Context: an optimization exercise on an open-source flow, tuned for small area and few clock cycles per item. The choices shown serve that exercise and are no tape-out recipe. Function was checked by simulation only, so behaviour that the tests miss may differ from the original.

## flow/design.v (module list and top-level ports; edited modules follow where they fit)
// module fp_mul_pipe: 2157 lines
// module fpm_fa: 10 lines
// module fpm_ha: 9 lines
module fp_mul_pipe #(
   parameter int EXP_W = 8,
   parameter int MAN_W = 23
) (
   input  logic                     clk,
   input  logic                     rst,
   input  logic                     in_valid,
   output logic                     in_ready,
   input  logic [EXP_W+MAN_W:0]     in_a,
   input  logic [EXP_W+MAN_W:0]     in_b,
   output logic                     out_valid,
   input  logic                     out_ready,
   output logic [EXP_W+MAN_W:0]     out_z,
   output logic [3:0]               out_flags
);
  // ...
==> flow/flow/run.sh <==
#!/bin/bash
# The standard layout, with plain buf_1 cells as the port buffers.
set -euo pipefail
bash standard.sh "BUFFER_PORTS_ARGS=-buffer_cell sky130_fd_sc_hd__buf_1" finish > standard_flow.log 2>&1
==> flow/standard.sh <==
#!/bin/bash
# synth_recipe.tcl (not shown) runs the flow's synth.tcl, then flattens the netlist and writes it again
# the make line also repeats each setting of config.mk as NAME=value (left out here)
make -C /OpenROAD-flow-scripts/flow DESIGN_CONFIG=/design/flow/config.mk WORK_HOME=/design/flow/orfs CLKGATE_MAP_FILE= SYNTH_SCRIPT=/design/flow/synth_recipe.tcl "${@:-finish}"
==> flow/config.mk <==
export PLATFORM = sky130hd
export DESIGN_NAME = fp_mul_pipe
export DESIGN_NICKNAME = fp_mul_pipe
export VERILOG_FILES = /design/flow/design.v
export SDC_FILE = /design/flow/constraint.sdc
export NUM_CORES = 4
export LEC_CHECK = 0
export ABC_AREA = 1
export CAP_MARGIN = 20
export CORE_MARGIN = 2
export CORE_UTILIZATION = 40
export SLEW_MARGIN = 20
export SYNTH_HIERARCHICAL = 1
==> flow/constraint.sdc <==
create_clock -name core_clock -period 8.5 [get_ports {clk}]
set_input_delay 1.7000 -clock core_clock [delete_from_list [all_inputs] [get_ports {clk}]]
set_output_delay 1.7000 -clock core_clock [all_outputs]
set_load 0.01 [all_outputs]
==> key figures, run 1 <==
GRT
  • Vias in the first global route: 13640
  • Initial antenna violation count: 2

Final layout
  • Fillcell total: 3803
  • Biggest Area Class: multi-input gates
  • Layout cells sized above 1: 8.732%
  • Clock buf/inv share: 0.9126%
  • FFs & Latches: 42
  • Util after Layout: 43.48%
  • Commonest non-fill, non-tap cell in the layout: xor2_1
  • Fraction of area in registers: 7.480%
  • Number of clock buffers in the layout: 5
  • Nonclk buf count: 180
  • Nets@finish: 2209
  • Buffering overhead: 5.804%

Die
  • Num rows: 72

Drt
  • DRT Pass-1 Iters: 5
  • Uppermost layer routed: met4
  • Via count: 13560
  • DR WL met3: 4.738 mm
  • Post-route ant nets: 0
  • Vias per std cell: 5.850

Critical path
  • WS Path Type: input pin to flop
  • Critical path peak fanout: 17
  • Max incr delay on CP: 0.53 ns
  • CP Launch Type: input pin
  • Worst path top cell family by delay: adder cells

Clock network
  • Clk slew on worst S/H paths: 0.06 ns
  • H-tree Lvls: 2
  • CTS Buf Count: 5
  • CTS tree: built
  • Clock insertion delay at the later pin of the skew report: 0.29 ns

Timing
  • Pins Over Slew Limit: 0
  • Final clock skew: 0.01178 ns

Logic synthesis
  • Simple-Gate Fraction of Synth Area: 10.74%
  • Yosys top cell area share: 35.00%
  • Synth Instances: 1743
  • Synth Cell Area: 0.01550 sq mm
  • Compound-Gate Fraction of Synth Area: 15.77%

Run status
  • Status: no timing/DRC/antenna violations
Testbench counts, summed over its fixed seeds: cycles 12,008, items 12,000.
==> run 2, diff against run 1 <==
--- a/flow/design.v
+++ b/flow/design.v
@@ -24,16 +24,19 @@
    logic a_nan, b_nan, a_inf, b_inf, a_zero, b_zero, any_nan, any_inf, any_zero, snan, sgn, spec;
    logic [47:0] px, py;
    logic [23:0] za, zb;
    logic nz22;
    logic [25:0] u;
    logic ov;
    logic [25:0] r_p;
    logic r_st, r_sgn, r_spec, r_qnan, r_inf, r_inv;
+   assign r_qnan = r_p[25];
+   assign r_inf = r_p[24];
+   assign r_inv = r_p[23];
    logic [EXP_W:0] r_e;
    logic p47, guard, sticky, rnd, cy, ovf, unf;
    logic [24:0] mm;
    logic [MAN_W-1:0] frac_r;
    logic [EW2-1:0] exp_f;
    assign adv = !ov || out_ready;
    assign in_ready = adv;
    assign out_valid = ov;
@@ -2125,24 +2128,21 @@
    end
    always_ff @(posedge clk) begin
       if (rst) begin
          ov <= 1'b0;
       end else if (adv) begin
          ov <= in_valid;
       end
       if (adv) begin
-         r_p <= u;
+         r_p <= spec ? {any_nan || (any_inf && any_zero), any_inf, any_nan ? snan : (any_inf && any_zero), u[22:0]} : u;
          r_st <= !nz22;
          r_e <= (EXP_W+1)'(ea) + (EXP_W+1)'(eb);
          r_sgn <= sgn;
          r_spec <= spec;
-         r_qnan <= any_nan || (any_inf && any_zero);
-         r_inf <= any_inf;
-         r_inv <= any_nan ? snan : (any_inf && any_zero);
       end
    end
    assign p47 = r_p[25];
    assign mm = p47 ? r_p[25:1] : r_p[24:0];
    assign guard = mm[0];
    assign sticky = r_st || (p47 && r_p[0]);
    assign rnd = guard && (sticky || mm[1]);
    assign {cy, frac_r} = {1'b0, mm[23:1]} + 24'(rnd);
==> run 2 against run 1 <==
  * Worst setup slack lost 0.10 ns
  * Cell count shrank 1.4%
  * Utilization grew 0.057 points
  * Clock-buffer cell count grew 1
  * Global-route usage grew 0.079 points
  * Sequential share of layout area shrank 0.40 points
  * Cell area shrank 2.0%
  * Still clean
  * Largest cell class unchanged
  * Clock skew shrank 0.0059 ns
  * Synthesized cell count shrank 0.69%
==> key figures, run 2 <==
Timing
  • Final hold vios: 0
  • Setup Viol. Count Final: 0
  • Final clock skew: 0.005857 ns (-0.005923 ns)
  • Pins Over Slew Limit: 0 (unchanged)
  • Fin crit period: 7.902 ns
  • Fmax achieved: 126.6 MHz
  • Fin Setup TNS: 0 ns
  • Fin crit share: 92.96%
  • Worst-margin pin slew: 1.071 ns
  • RSZ-0062 raised after global routing: false
  • Rel. slew slack: 27.92%

Critical path
  • WS Path Type: input pin to flop
  • WP data required: 8.53 ns
  • CP endpoint kind: flop
  • CP Launch Type: input pin
  • CP arrival: 7.93 ns
  • R2R depth: 1
  • Critical path peak fanout: 15 (-2)
  • Reg2Reg Setup Slack: 7.12 ns

Hold path
  • Hold Path Class: flop to flop
  • Hold depth: 2

Final layout
  • ANT cells: 0
  • Register with the most flip-flops: r_p
  • Nets@finish: 2184 (-1.1%)
  • Final Non-Filler Cells: 2284
  • Flip-flop count of the largest register after layout: 26
  • Commonest non-fill, non-tap cell in the layout: xor2_1
  • Area Growth Syn to Fin: 7.425%
  • Largest registers: r_p: 26 flops, r_e: 9 flops
  • Most frequent cells in the layout: xor2_1 (287), fa_1 (271), o22ai_1 (264)
  • Layout cells sized above 1: 6.655% (-2.1 points)

Logic synthesis
  • Post-synth EDFFs: 38
  • Post-synth top flop: edfxtp_1
  • Async set-reset flop share out of synthesis: 0%
  • Syn avg cell area: 8.820 sq um
  • Compound-Gate Fraction of Synth Area: 15.37% (-0.40 points)
  • Area leader, netlist: fa_1
  • Largest family of logic cells by synthesized area: adder cells
  • Synth Cell Area: 0.01527 sq mm (-1.5%)
  • Post-synthesis adder-cell area fraction: 41.52%
  • Synth Instances: 1731 (-0.69%)
  • Most common cell in the netlist: xor2_1
  • Yosys top cell area share: 35.54% (+0.54 points)
  • Post-synth cell types: 54
  • Sequential share of the synthesized area: 7.605%
  • Post-synth top cells: xor2_1 (287), fa_1 (271), o22ai_1 (264), nand2_1 (174), inv_1 (134)
  • Ranking of synthesized cells by area: fa_1 (36%), xor2_1 (16%), o22ai_1 (11%), edfxtp_1 (7.5%), ha_1 (6.0%)
  • Proportion of synthesized area in mux cells: 0.5245%
  • Simple-Gate Fraction of Synth Area: 10.91% (+0.17 points)
  • XOR/XNOR Fraction of Synth Area: 16.98%
  • Ys Warns: 7
  • #FFs+latches synth: 39

Die
  • Num rows: 71 (-1.4%)
  • Die Height: 199.4 um
  • Die W: 199.4 um
  • Ports: 106
  • Die ar.: 0.03975 sq mm
  • Starting Density: 40.53%
  • Core region area: 0.03767 sq mm

Clock network
  • Clock root buffer: clkbuf_16
  • Clock insertion delay at the later pin of the skew report: 0.28 ns (about the same)
  • Resized cells post-CTS: 0
  • H-tree Lvls: 2 (unchanged)
  • CTS Buffer Depth: 2
  • CTS Buf Count: 5 (unchanged)
  • Post-CTS Hold Buffers: 0
  • CTS Sinks: 39
  • CTS tree: built
  • Post-CTS setup buffers: 0
  • Clk slew on worst S/H paths: 0.06 ns (about the same)

Drt
  • DRT Pass-1 Iters: 7 (+2)
  • Uppermost layer routed: met5
  • Iteration-0 DRC Markers: 1421
  • Post-route ant nets: 0 (unchanged)
  • Routed metal-1 wirelength: 21.37 mm
  • Via count: 13210 (-2.6%)
  • DRT Wirelength: 50.47 mm
  • DR WL met3: 4.891 mm (+3.2%)
  • Vias per std cell: 5.782 (-1.2%)
  • Average wire per standard cell: 22.10 um
  • Met2 Wirelength: 23.01 mm
  • Number of remaining DRC errors: 0

GRT
  • First-pass GRT wire length: 78.92 mm
  • Tot GR Track Use: 25.88%
  • Total grt overflow: 0
  • Vias in the first global route: 13510 (-0.94%)
  • Initial antenna violation count: 1 (-1)
  • Largest net degree at the start of global routing: 41

Place
  • RePlAce Congestion: 0.9427
  • Final HPWL DP: 39.84 mm
  • Post-Place Cells: 2276
  • Port-buffer cells: 105

Flow run
  • Max Cap Viol: 0

Run status
  • Status: no timing/DRC/antenna violations
==> run 2: cells by family (layout without fill, tap and decap cells) <==
| group | after synthesis | in the layout |
|---|---|---|
| compound gates | 387 | 387 |
| simple gates | 374 | 374 |
| fa+ha+maj | 344 | 344 |
| xor+xnor | 296 | 296 |
| buf+inv | 283 | 325 |
| flops | 39 | 39 |
| mux | 8 | 8 |
==> run 2: final cells by class <==
type | count | area, sq um
clock buffer | 6 | 128.9
fill | 3766 | 21270
clock inverter | 2 | 12.51
tap | 511 | 639.4
inverter | 151 | 566.8
multi-input combinational | 1409 | 13030
sequential | 39 | 1161
timing repair buffer | 166 | 865.8
==> run 2: layer usage <==
metal | vias to the layer above | GRT usage, %
met3 | 87 | 4.743
met4 | 2 | 6.337
met1 | 6433 | 35.87
met2 | 748 | 41.93
met5 | - | 0
li1 | 5935 | -
==> run 2: worst max-delay path: stages <==
cell and delay [ns]:
clkbuf_2 0.39, inv_1 0.24, o21ai_0 0.21, nand2_1 0.36, o22ai_1 0.27, xor2_1 0.23
fa_1 0.47, fa_1 0.51, fa_1 0.40, fa_1 0.60, fa_1 0.44, ha_1 0.36
a21o_1 0.16, nand3_1 0.07, nand2_1 0.06, inv_1 0.05, o221ai_1 0.15, a21oi_1 0.06
nand2_1 0.14, nand2_1 0.07, nand2_1 0.12, nand2_1 0.06, nand2_1 0.09, a21oi_1 0.09
fa_1 0.38, xor2_1 0.16, o21ai_0 0.10
==> run 2: path summary, 6_finish.rpt <==
kind,startpoint,endpoint
max,in_b[5],r_p[25]
min,ov,ov
max reg2reg,ov,r_e[7]
min reg2reg,ov,ov
==> run 2: per-stage QoR <==
| stage | util (%) | worst slack [ns] | hold slack (ns) | cell area [sq um] |
|---|---|---|---|---|
| 2_1_floorplan | - | 1.058 | 1.400 | 15270 |
| 3_3_place_gp | 43.17 | 0.4939 | 1.160 | 16260 |
| 3_5_place_dp | 43.17 | 0.3563 | 1.165 | 16260 |
| 4_1_cts | 43.54 | 0.6402 | 1.175 | 16400 |
| 5_1_grt | 43.54 | 0.09649 | 1.271 | 16400 |
| 6_report | 43.54 | 0.5981 | 1.139 | 16400 |
==> run 2: modules after synthesis, one instance, submodules excluded <==
module	flops+latches	cells inside	copies in the design
fpm_ha	0	1	28
fp_mul_pipe	39	1447	1
fpm_fa	0	1	256
Testbench counts of run 2, summed over its fixed seeds: cycles 12,008, items 12,000.
==> run 3, diff against run 2 <==
==> flow/flow/run.sh (replaced) <==
#!/bin/bash
# The standard layout, with plain buf_1 cells as the port buffers and the
# synthesis buffers removed before placement.
set -euo pipefail
bash standard.sh "BUFFER_PORTS_ARGS=-buffer_cell sky130_fd_sc_hd__buf_1" REMOVE_ABC_BUFFERS=1 finish > standard_flow.log 2>&1
==> run 3 against run 2 <==
  * Still clean on timing, DRC and antenna
  * Sequential share of layout area hardly changed
  * Worst setup slack gained 0.066 ns
  * Via count grew 0.95%
  * Synthesized cell count did not move
  * Global-route usage rose by 0.20 points
  * Clock skew rose by 0.0011 ns
  * Cell count increased by 0.26%
  * Clock-buffer cell count increased by 1
  * Area after synthesis unchanged
  * Critical path type unchanged
==> key figures, run 3 <==
Critical path
  • CP endpoint kind: flop
  • Reg2Reg Setup Slack: 7.08 ns (-0.04 ns)
  • FF-to-FF Start: ov
  • WP data required: 8.53 ns (about the same)
  • WS Path Type: input pin to flop
  • Slowest stage cell, crit path: fa_1
  • CP arrival: 7.87 ns (-0.06 ns)
  • R2R depth: 1 (unchanged)
  • CP Launch Type: input pin
  • Reg2Reg Capture Point: r_p[2]
  • Max incr delay on CP: 0.50 ns (-0.10 ns)
  • Critical path peak fanout: 16 (+1)
  • Most used cell along the critical path: nand2_1

Final layout
  • Most frequent cells in the layout: xor2_1 (287), fa_1 (271), o22ai_1 (264)
  • Layout cells sized above 1: 6.809% (+0.15 points)
  • Register with the most flip-flops: r_p
  • Flip-flop count of the largest register after layout: 26 (unchanged)
  • Commonest non-fill, non-tap cell in the layout: xor2_1
  • Fillcell total: 3765 (-0.027%)
  • Nets@finish: 2188 (+0.18%)
  • Largest registers: r_p: 26 flops, r_e: 9 flops
  • Area Growth Syn to Fin: 7.630%

Logic synthesis
  • Ys Warns: 7 (unchanged)
  • Yosys top cell area share: 35.54% (unchanged)
  • Sequential share of the synthesized area: 7.605% (unchanged)
  • #FFs+latches synth: 39 (unchanged)
  • Area leader, netlist: fa_1
  • Syn avg cell area: 8.820 sq um (unchanged)
  • Async set-reset flop share out of synthesis: 0% (unchanged)
  • Synth Instances: 1731 (unchanged)
  • Post-synth EDFFs: 38 (unchanged)
  • Post-synth cell types: 54 (unchanged)
  • Post-synth top flop: edfxtp_1
  • Ranking of synthesized cells by area: fa_1 (36%), xor2_1 (16%), o22ai_1 (11%), edfxtp_1 (7.5%), ha_1 (6.0%)
  • Most common cell in the netlist: xor2_1
  • Post-synth top cells: xor2_1 (287), fa_1 (271), o22ai_1 (264), nand2_1 (174), inv_1 (134)
  • Synth Cell Area: 0.01527 sq mm (unchanged)

Clock network
  • Post-CTS setup buffers: 0 (unchanged)
  • Post-CTS Hold Buffers: 0 (unchanged)
  • Clock insertion delay at the later pin of the skew report: 0.28 ns (about the same)
  • CTS tree: built
  • CTS Buffer Depth: 2 (unchanged)
  • Clk slew on worst S/H paths: 0.06 ns (about the same)
  • CTS Sinks: 39 (unchanged)
  • H-tree Lvls: 2 (unchanged)
  • Clock root buffer: clkbuf_16
  • Resized cells post-CTS: 0 (unchanged)
  • CTS Buf Count: 5 (unchanged)

Drt
  • Iteration-0 DRC Markers: 1125 (-21%)
  • Routed metal-1 wirelength: 21.80 mm (+2.0%)
  • Number of remaining DRC errors: 0 (unchanged)
  • DRT Pass-1 Iters: 7 (unchanged)
  • Via count: 13330 (+0.95%)
  • DRT Wirelength: 50.85 mm (+0.75%)
  • Vias per std cell: 5.821 (+0.69%)
  • Average wire per standard cell: 22.21 um (+0.49%)
  • Uppermost layer routed: met5
  • DR WL met3: 4.767 mm (-2.5%)
  • Met2 Wirelength: 22.90 mm (-0.48%)
  • Post-route ant nets: 0 (unchanged)

Timing
  • Fin Setup TNS: 0 ns (unchanged)
  • Final hold vios: 0 (unchanged)
  • Worst-margin pin slew: 0.9599 ns (-0.1115 ns)
  • Hold WS: 1.175 ns (+0.03582 ns)
  • Final clock skew: 0.006934 ns (+0.001077 ns)
  • Fin crit period: 7.836 ns (-0.06570 ns)
  • RSZ-0062 raised after global routing: false
  • Rel. slew slack: 35.78% (+7.9 points)
  • Fmax achieved: 127.6 MHz (+0.84%)
  • Pins Over Slew Limit: 0 (unchanged)
  • Setup Viol. Count Final: 0 (unchanged)
  • Fin crit share: 92.19% (-0.77 points)

Hold path
  • Min-Delay Startpoint: ov
  • Hold Path Class: flop to flop
  • WHS Endpoint: ov
  • Hold depth: 2 (unchanged)

Flow run
  • Max Cap Viol: 0 (unchanged)

GRT
  • Vias in the first global route: 13660 (+1.1%)
  • Largest net degree at the start of global routing: 41 (unchanged)
  • Tot GR Track Use: 26.08% (+0.20 points)
  • Initial antenna violation count: 2 (+1)
  • First-pass GRT wire length: 79.29 mm (+0.47%)
  • Total grt overflow: 0 (unchanged)

Place
  • Port-buffer cells: 105 (unchanged)
  • Final HPWL DP: 40.02 mm (+0.44%)
  • RePlAce Congestion: 0.9562 (+1.4%)

Die
  • Die W: 199.4 um (unchanged)
  • Die Height: 199.4 um (unchanged)
  • Die ar.: 0.03975 sq mm (unchanged)
  • Ports: 106 (unchanged)
  • Core region area: 0.03767 sq mm (unchanged)
  • Starting Density: 40.53% (unchanged)
  • Num rows: 71 (unchanged)

Run status
  • Status: no timing/DRC/antenna violations
run 3: cell types whose count changed in the layout (fill, tap and decap cells not counted), sizes merged:
cell,delta
clkinvlp,-1
clkbuf,+1
diode,+2
buf,+4
run 3: area by class of cell:
cell class,count,area (sq um),area share [%]
multi-input cells,1409,13030,79.27
flip-flops and latches,39,1161,7.066
repair buffers,170,895.9,5.452
well taps,511,639.4,3.891
inverters,151,566.8,3.449
clock buffers,7,132.6,0.8071
clock inverters,1,5.005,0.03046
diodes,2,5.005,0.03046
run 3: per-module statistics from Yosys (local to each module, per instance):
| module | copies in the design | cells |
|---|---|---|
| fp_mul_pipe | 1 | 1447 |
| fpm_fa | 256 | 1 |
| fpm_ha | 28 | 1 |
run 3: worst max-delay path: cells and delay by family:
family	cells	cell delay, ns
buffers and inverters	3	0.52
adders and majority gates	7	3.06
AOI/OAI and AO/OA	6	0.94
xor gates and xnor gates	2	0.39
and+or+nand+nor	9	1.25
run 3: cell families after synthesis:
| family | count (synthesis) | share of synthesized area [%] |
|---|---|---|
| flip-flops | 39 | 7.605 |
| AND/OR/NAND/NOR | 374 | 10.91 |
| adder cells (fa/ha/maj) | 344 | 41.52 |
| XOR/XNOR | 296 | 16.98 |
| buffers and inverters | 283 | 7.089 |
| multiplexers | 8 | 0.5245 |
| AO/OA/AOI/OAI | 387 | 15.37 |
run 3: how the worst max path moves through the flow:
stage | endpoint | depth (start not counted) | startpoint | slack [ns]
3_3_place_gp | r_p[25] | 27 | in_b[7] | 0.58
3_5_place_dp | r_p[25] | 27 | in_b[7] | 0.51
5_1_grt | out_z[6] | 30 | r_p[25] | 0.27
4_1_cts | r_p[25] | 27 | in_b[7] | 0.81
2_1_floorplan | r_p[25] | 25 | in_b[0] | 1.28
6_report | r_p[25] | 27 | in_b[17] | 0.66
run 3: layer usage:
metal | vias up | track usage, %
met5 | - | 0
met4 | 2 | 6.722
met3 | 86 | 4.169
met2 | 686 | 41.97
met1 | 6607 | 36.64
li1 | 5950 | -
run 3: per-stage QoR:
step / utilization, % / area, sq um / instances / setup WS [ns]
finish: 43.63 / 16430 / 2290 / 0.6638
global route: 43.61 / 16430 / 2288 / 0.2740
CTS: 43.61 / 16430 / 2288 / 0.8075
detailed placement: 43.25 / 16290 / 2280 / 0.5135
global placement: 43.25 / 16290 / 2280 / 0.5795
floorplan: - / 14750 / 1599 / 1.284

[afterwards: timing with drivers on the ports]
No port has a modelled driver above. Below, the same layouts with a new extraction and two added sets of constraints.
Step 1 sets driving cells, clkbuf_16 on the clock port and buf_2 on the other inputs (assumed; they add their load-dependent delay and slew).
Step 2 adds t to the input delays and takes it off the output delays; t is the mean of the earliest and latest rising clock arrival at the registers after step 1. Input paths then give back, and output paths get back, about the clock's delay inside the block.
Three values: ideal ports, drivers, drivers and shift; two values: the first two.
| run | t (ns) | setup slack, ns | worst setup path at the end | slew at the worst register clock pin (ns) | worst slew at a driven data input, ns |
|---|---|---|---|---|---|
| run 1 | 0.324 | 0.702 / 0.713 / 0.389 | input to register | 0.07 / 0.07 | 0.10 |
| run 2 | 0.317 | 0.598 / 0.612 / 0.296 | input to register | 0.06 / 0.06 | 0.08 |
| run 3 | 0.316 | 0.664 / 0.676 / 0.361 | input to register | 0.06 / 0.06 | 0.08 |
After both steps every run listed still meets setup and hold. The setup slack of run 1, which loses most, moves by +0.011 ns with the drivers and by -0.313 ns with both steps.
